What follows belongs to an exercise in optimizing a design on an open flow for small area and a short achievable clock period; a production flow would make more cautious choices. The RTL was checked by simulation tests, not by an equivalence proof against the original design.

==> flow/design.v <==
package punc_mem_responder_pkg;
    localparam int WORD_W = 16;
    localparam logic [WORD_W-1:0] DSR_ADDR_DEF = 16'hFE04;
    localparam logic [WORD_W-1:0] DDR_ADDR_DEF = 16'hFE06;
endpackage
import punc_mem_responder_pkg::*;
module punc_mem_bit_next #(
    parameter int N = 1
) (
    input  logic [N-1:0] q,
    input  logic [N-1:0] keep,
    input  logic [N-1:0] wdata,
    input  logic [N-1:0] wsel,
    output logic [N-1:0] d
);
    assign d = (q & keep) | (wdata & wsel);
endmodule
module punc_mem_aoi22 #(
    parameter int N = 1
) (
    input  logic [N-1:0] a0,
    input  logic [N-1:0] s0,
    input  logic [N-1:0] a1,
    input  logic [N-1:0] s1,
    output logic [N-1:0] y_n
);
    assign y_n = ~((a0 & s0) | (a1 & s1));
endmodule
module punc_mem_nand4 #(
    parameter int N = 1
) (
    input  logic [N-1:0] a,
    input  logic [N-1:0] b,
    input  logic [N-1:0] c,
    input  logic [N-1:0] d,
    output logic [N-1:0] y
);
    assign y = ~(a & b & c & d);
endmodule
module punc_mem_nor2 #(
    parameter int N = 1
) (
    input  logic [N-1:0] a,
    input  logic [N-1:0] b,
    output logic [N-1:0] y
);
    assign y = ~(a | b);
endmodule
module punc_mem_nand2 #(
    parameter int N = 1
) (
    input  logic [N-1:0] a,
    input  logic [N-1:0] b,
    output logic [N-1:0] y
);
    assign y = ~(a & b);
endmodule
module punc_mem_nand3 #(
    parameter int N = 1
) (
    input  logic [N-1:0] a,
    input  logic [N-1:0] b,
    input  logic [N-1:0] c,
    output logic [N-1:0] y
);
    assign y = ~(a & b & c);
endmodule
import punc_mem_responder_pkg::*;
module punc_mem_responder
#(
    parameter int                DEPTH_LOG2  = 8,
    parameter int                WAIT_CYCLES = 1,
    parameter logic [WORD_W-1:0] DSR_ADDR    = DSR_ADDR_DEF,
    parameter logic [WORD_W-1:0] DDR_ADDR    = DDR_ADDR_DEF
) (
    input  logic              clk,
    input  logic              rst,
    input  logic              req_valid,
    output logic              req_ready,
    input  logic              req_we,
    input  logic [WORD_W-1:0] req_addr,
    input  logic [WORD_W-1:0] req_wdata,
    output logic              rsp_valid,
    output logic [WORD_W-1:0] rsp_rdata,
    output logic              rsp_err,
    input  logic              load_en,
    input  logic [WORD_W-1:0] load_addr,
    input  logic [WORD_W-1:0] load_data,
    output logic              io_tx_valid,
    output logic [WORD_W-1:0] io_tx_data,
    input  logic              io_tx_ready
);
    localparam int DEPTH  = 1 << DEPTH_LOG2;
    logic idle_q, wait_q, hold_q, resp_q;
    logic req_ready_q;   
    logic                  in_ram_q;     
    logic                  dsr_rd_q;
    logic                  ddr_wr_q;
    logic                  ram_wr_q;     
    logic                  pre_wr_q;     
    logic [DEPTH-1:0]      sel_q;        
    logic [WORD_W-1:0]     wdata_q;      
    logic                  wr_en;        
    logic [WORD_W-1:0]     rsp_rdata_q;
    logic                  rsp_err_q;
    logic                  io_tx_valid_q;
    logic [WORD_W-1:0]     io_tx_data_q;
    logic                  acc_in_ram, acc_dsr, acc_ddr, acc_err;
    logic                  tx_load, to_hold;
    localparam int BITS  = DEPTH * WORD_W;
    logic [BITS-1:0]   mem_q, mem_d;
    logic [DEPTH-1:0]  sel, keep;
    logic [BITS-1:0]   wsel_v, keep_v, wdata_v;
    logic [WORD_W-1:0] wdata_g;
    logic [WORD_W-1:0] ram_rd_data;
    always_comb begin
        sel     = sel_q;
        keep    = ~(sel & {DEPTH{wr_en}});
        wdata_g = wdata_q & {WORD_W{wr_en}};
        for (int w = 0; w < DEPTH; w++) begin
            wsel_v[w*WORD_W +: WORD_W]  = {WORD_W{sel[w]}};
            keep_v[w*WORD_W +: WORD_W]  = {WORD_W{keep[w]}};
            wdata_v[w*WORD_W +: WORD_W] = wdata_g;
        end
    end
    punc_mem_bit_next #(
        .N (BITS)
    ) u_next (
        .q     (mem_q),
        .keep  (keep_v),
        .wdata (wdata_v),
        .wsel  (wsel_v),
        .d     (mem_d)
    );
    always_ff @(posedge clk) begin
        mem_q <= mem_d;
    end
    logic [128*WORD_W-1:0] l1_a0, l1_s0, l1_a1, l1_s1, l1_n;
    logic [32*WORD_W-1:0]  l2;
    logic [16*WORD_W-1:0]  l3_n;
    logic [4*WORD_W-1:0]   l4;
    logic [2*WORD_W-1:0]   l5_n;
    logic                  dsr_n;
    always_comb begin
        for (int k = 0; k < 128; k++) begin
            l1_a0[k*WORD_W +: WORD_W] = mem_q[(2*k)*WORD_W +: WORD_W];
            l1_a1[k*WORD_W +: WORD_W] = mem_q[(2*k+1)*WORD_W +: WORD_W];
            l1_s0[k*WORD_W +: WORD_W] = {WORD_W{sel[2*k]}};
            l1_s1[k*WORD_W +: WORD_W] = {WORD_W{sel[2*k+1]}};
        end
    end
    punc_mem_aoi22 #(.N (128*WORD_W)) u_l1 (
        .a0 (l1_a0), .s0 (l1_s0), .a1 (l1_a1), .s1 (l1_s1), .y_n (l1_n)
    );
    punc_mem_nand4 #(.N (32*WORD_W)) u_l2 (
        .a (l1_n[0 +: 32*WORD_W]),           .b (l1_n[32*WORD_W +: 32*WORD_W]),
        .c (l1_n[64*WORD_W +: 32*WORD_W]),   .d (l1_n[96*WORD_W +: 32*WORD_W]),
        .y (l2)
    );
    punc_mem_nor2 #(.N (16*WORD_W)) u_l3 (
        .a (l2[0 +: 16*WORD_W]), .b (l2[16*WORD_W +: 16*WORD_W]), .y (l3_n)
    );
    punc_mem_nand4 #(.N (4*WORD_W)) u_l4 (
        .a (l3_n[0 +: 4*WORD_W]),            .b (l3_n[4*WORD_W +: 4*WORD_W]),
        .c (l3_n[8*WORD_W +: 4*WORD_W]),     .d (l3_n[12*WORD_W +: 4*WORD_W]),
        .y (l4)
    );
    punc_mem_nor2 #(.N (2*WORD_W)) u_l5 (
        .a (l4[0 +: 2*WORD_W]), .b (l4[2*WORD_W +: 2*WORD_W]), .y (l5_n)
    );
    punc_mem_nand2 #(.N (WORD_W-1)) u_l6 (
        .a (l5_n[0 +: WORD_W-1]), .b (l5_n[WORD_W +: WORD_W-1]),
        .y (ram_rd_data[WORD_W-2:0])
    );
    assign dsr_n = !(acc_dsr && !io_tx_valid_q);
    punc_mem_nand3 #(.N (1)) u_l6_top (
        .a (l5_n[WORD_W-1]), .b (l5_n[2*WORD_W-1]), .c (dsr_n),
        .y (ram_rd_data[WORD_W-1])
    );
    assign acc_in_ram = in_ram_q;
    assign acc_dsr    = dsr_rd_q;
    assign acc_ddr    = ddr_wr_q;
    assign acc_err    = !(in_ram_q || dsr_rd_q || ddr_wr_q);
    assign to_hold = wait_q && acc_ddr && io_tx_valid_q;
    assign tx_load = (wait_q && acc_ddr && !io_tx_valid_q) ||
                     (hold_q && (!io_tx_valid_q || io_tx_ready));
    always_ff @(posedge clk) begin
        if (rst) begin
            idle_q        <= 1'b1;
            req_ready_q   <= 1'b1;
            wait_q        <= 1'b0;
            hold_q        <= 1'b0;
            resp_q        <= 1'b0;
            io_tx_valid_q <= 1'b0;
        end else begin
            idle_q        <= (idle_q && !req_valid) || resp_q;
            req_ready_q   <= (req_ready_q && !req_valid) || resp_q;
            wait_q        <= idle_q && req_valid;
            hold_q        <= to_hold || (hold_q && !tx_load);
            resp_q        <= (wait_q && !to_hold) || (hold_q && tx_load);
            io_tx_valid_q <= (io_tx_valid_q && !io_tx_ready) || tx_load;
        end
    end
    assign wr_en = pre_wr_q || (wait_q && ram_wr_q && !rst);
    always_ff @(posedge clk) begin
        pre_wr_q <= !rst && idle_q && !req_valid && load_en &&
                    (load_addr[WORD_W-1:DEPTH_LOG2] == '0);
    end
    logic [DEPTH_LOG2-1:0] cap_addr;
    logic                  cap_any;
    assign cap_addr = req_valid ? req_addr[DEPTH_LOG2-1:0] : load_addr[DEPTH_LOG2-1:0];
    assign cap_any  = !req_valid || (req_addr[WORD_W-1:DEPTH_LOG2] == '0);
    localparam int PD_W = DEPTH_LOG2 / 2;
    localparam int PD_N = 1 << PD_W;
    logic [PD_N-1:0]  lo_n, hi_n;
    logic [DEPTH-1:0] sel_d, dec_lo_n, dec_hi_n;
    always_comb begin
        for (int i = 0; i < PD_N; i++) begin
            lo_n[i] = !(cap_any && (cap_addr[PD_W-1:0] == PD_W'(i)));
            hi_n[i] = !(cap_addr[DEPTH_LOG2-1:PD_W] == PD_W'(i));
        end
        for (int w = 0; w < DEPTH; w++) begin
            dec_lo_n[w] = lo_n[w % PD_N];
            dec_hi_n[w] = hi_n[w / PD_N];
        end
    end
    punc_mem_nor2 #(.N (DEPTH)) u_dec (
        .a (dec_lo_n), .b (dec_hi_n), .y (sel_d)
    );
    always_ff @(posedge clk) begin
        in_ram_q <= (req_addr[WORD_W-1:DEPTH_LOG2] == '0);
        dsr_rd_q <= (req_addr == DSR_ADDR) && !req_we;
        ddr_wr_q <= (req_addr == DDR_ADDR) && req_we;
        ram_wr_q <= (req_addr[WORD_W-1:DEPTH_LOG2] == '0) && req_we;
        sel_q <= sel_d;
        if (idle_q) begin
            wdata_q <= req_valid ? req_wdata : load_data;
        end
    end
    always_ff @(posedge clk) begin
        rsp_rdata_q <= ram_rd_data;
        rsp_err_q <= wait_q && acc_err;
        if (tx_load) begin
            io_tx_data_q <= wdata_q;
        end
    end
    assign req_ready   = req_ready_q;
    assign rsp_valid   = resp_q;
    assign rsp_rdata   = rsp_rdata_q;
    assign rsp_err     = rsp_err_q;
    assign io_tx_valid = io_tx_valid_q;
    assign io_tx_data  = io_tx_data_q;
endmodule
Settings: LEC_CHECK=0, ABC_CLOCK_PERIOD_IN_PS=2500, CAP_MARGIN=20, CELL_PAD_IN_SITES_DETAIL_PLACEMENT=0, CELL_PAD_IN_SITES_GLOBAL_PLACEMENT=1, CORE_MARGIN=2, CORE_UTILIZATION=55, CTS_CLUSTER_DIAMETER=60, CTS_CLUSTER_SIZE=30, PLACE_DENSITY=0.65, SETUP_SLACK_MARGIN=3.4, SLEW_MARGIN=20, SYNTH_HIERARCHICAL=1; clock period 6.0 ns.
standard.sh (not shown) runs the stock make flow with config.mk's settings and CLKGATE_MAP_FILE= SYNTH_SCRIPT=/design/flow/synth_recipe.tcl, a recipe that flattens the netlist after the stock synthesis.
==> flow/flow/run.sh <==
#!/bin/bash
# Own layout flow: the standard ORFS flow (standard.sh) with three
# changes to how the layout is made:
#  - the resizer may change a cell's footprint when it repairs timing;
#  - the port buffers are buf_4 rather than the delay cells buffer_ports
#    picks by default;
set -euo pipefail
bash standard.sh MATCH_CELL_FOOTPRINT=0 \
  "BUFFER_PORTS_ARGS=-buffer_cell sky130_fd_sc_hd__buf_4" \
  "CTS_ARGS=-sink_clustering_enable -repair_clock_nets -sink_clustering_size 30 -sink_clustering_max_diameter 60 -dont_use_dummy_load" \
  finish > standard_flow.log 2>&1
Change:
--- a/flow/design.v
+++ b/flow/design.v
@@ -138,11 +138,10 @@
     logic [128*WORD_W-1:0] l1_a0, l1_s0, l1_a1, l1_s1, l1_n;
     logic [32*WORD_W-1:0]  l2;
     logic [16*WORD_W-1:0]  l3_n;
     logic [4*WORD_W-1:0]   l4;
     logic [2*WORD_W-1:0]   l5_n;
-    logic                  dsr_n;
     always_comb begin
         for (int k = 0; k < 128; k++) begin
             l1_a0[k*WORD_W +: WORD_W] = mem_q[(2*k)*WORD_W +: WORD_W];
             l1_a1[k*WORD_W +: WORD_W] = mem_q[(2*k+1)*WORD_W +: WORD_W];
             l1_s0[k*WORD_W +: WORD_W] = {WORD_W{sel[2*k]}};
@@ -166,18 +165,12 @@
         .y (l4)
     );
     punc_mem_nor2 #(.N (2*WORD_W)) u_l5 (
         .a (l4[0 +: 2*WORD_W]), .b (l4[2*WORD_W +: 2*WORD_W]), .y (l5_n)
     );
-    punc_mem_nand2 #(.N (WORD_W-1)) u_l6 (
-        .a (l5_n[0 +: WORD_W-1]), .b (l5_n[WORD_W +: WORD_W-1]),
-        .y (ram_rd_data[WORD_W-2:0])
-    );
-    assign dsr_n = !(acc_dsr && !io_tx_valid_q);
-    punc_mem_nand3 #(.N (1)) u_l6_top (
-        .a (l5_n[WORD_W-1]), .b (l5_n[2*WORD_W-1]), .c (dsr_n),
-        .y (ram_rd_data[WORD_W-1])
+    punc_mem_nand2 #(.N (WORD_W)) u_l6 (
+        .a (l5_n[0 +: WORD_W]), .b (l5_n[WORD_W +: WORD_W]), .y (ram_rd_data)
     );
     assign acc_in_ram = in_ram_q;
     assign acc_dsr    = dsr_rd_q;
     assign acc_ddr    = ddr_wr_q;
     assign acc_err    = !(in_ram_q || dsr_rd_q || ddr_wr_q);
@@ -205,20 +198,18 @@
     always_ff @(posedge clk) begin
         pre_wr_q <= !rst && idle_q && !req_valid && load_en &&
                     (load_addr[WORD_W-1:DEPTH_LOG2] == '0);
     end
     logic [DEPTH_LOG2-1:0] cap_addr;
-    logic                  cap_any;
     assign cap_addr = req_valid ? req_addr[DEPTH_LOG2-1:0] : load_addr[DEPTH_LOG2-1:0];
-    assign cap_any  = !req_valid || (req_addr[WORD_W-1:DEPTH_LOG2] == '0);
     localparam int PD_W = DEPTH_LOG2 / 2;
     localparam int PD_N = 1 << PD_W;
     logic [PD_N-1:0]  lo_n, hi_n;
     logic [DEPTH-1:0] sel_d, dec_lo_n, dec_hi_n;
     always_comb begin
         for (int i = 0; i < PD_N; i++) begin
-            lo_n[i] = !(cap_any && (cap_addr[PD_W-1:0] == PD_W'(i)));
+            lo_n[i] = !(cap_addr[PD_W-1:0] == PD_W'(i));
             hi_n[i] = !(cap_addr[DEPTH_LOG2-1:PD_W] == PD_W'(i));
         end
         for (int w = 0; w < DEPTH; w++) begin
             dec_lo_n[w] = lo_n[w % PD_N];
             dec_hi_n[w] = hi_n[w / PD_N];
@@ -236,11 +227,13 @@
         if (idle_q) begin
             wdata_q <= req_valid ? req_wdata : load_data;
         end
     end
     always_ff @(posedge clk) begin
-        rsp_rdata_q <= ram_rd_data;
+        rsp_rdata_q <= ram_rd_data & {WORD_W{in_ram_q}};
+        rsp_rdata_q[WORD_W-1] <= (ram_rd_data[WORD_W-1] && in_ram_q) ||
+                                 (acc_dsr && !io_tx_valid_q);
         rsp_err_q <= wait_q && acc_err;
         if (tx_load) begin
             io_tx_data_q <= wdata_q;
         end
     end
Utilization goes up by 0.50 points.
Design area rose by 0.82%.
Routed wire length is higher by 1.2%.
Critical path depth goes up by 3.
Area after synthesis is about the same.
Via count is about the same.

-- port drivers added, routing unchanged --
No port has a modelled driver above. Below, the same layouts with a new extraction and two added sets of constraints. Step 1 assumes that a clkbuf_16 drives the clock port and a buf_2 every other input. Step 2, shift: input delay + t, output delay - t, t = (earliest + latest rising clock arrival at the registers) / 2. This alone moves slack from input paths to output paths. Three values: ideal, step 1, step 2; two values: the first two.
run | t, ns | setup WS [ns] | slew at the worst register clock pin (ns) | worst slew at a driven data input, ns
the first run | 1.052 | 3.247 / 3.186 / 2.257 | 0.11 / 0.11 | 0.14
the second run | 1.004 | 3.167 / 3.167 / 2.428 | 0.11 / 0.11 | 0.05
After both steps every run listed still meets setup and hold. For the first run, which loses most, drivers alone change the setup slack by -0.061 ns; drivers and shift together by -0.990 ns.
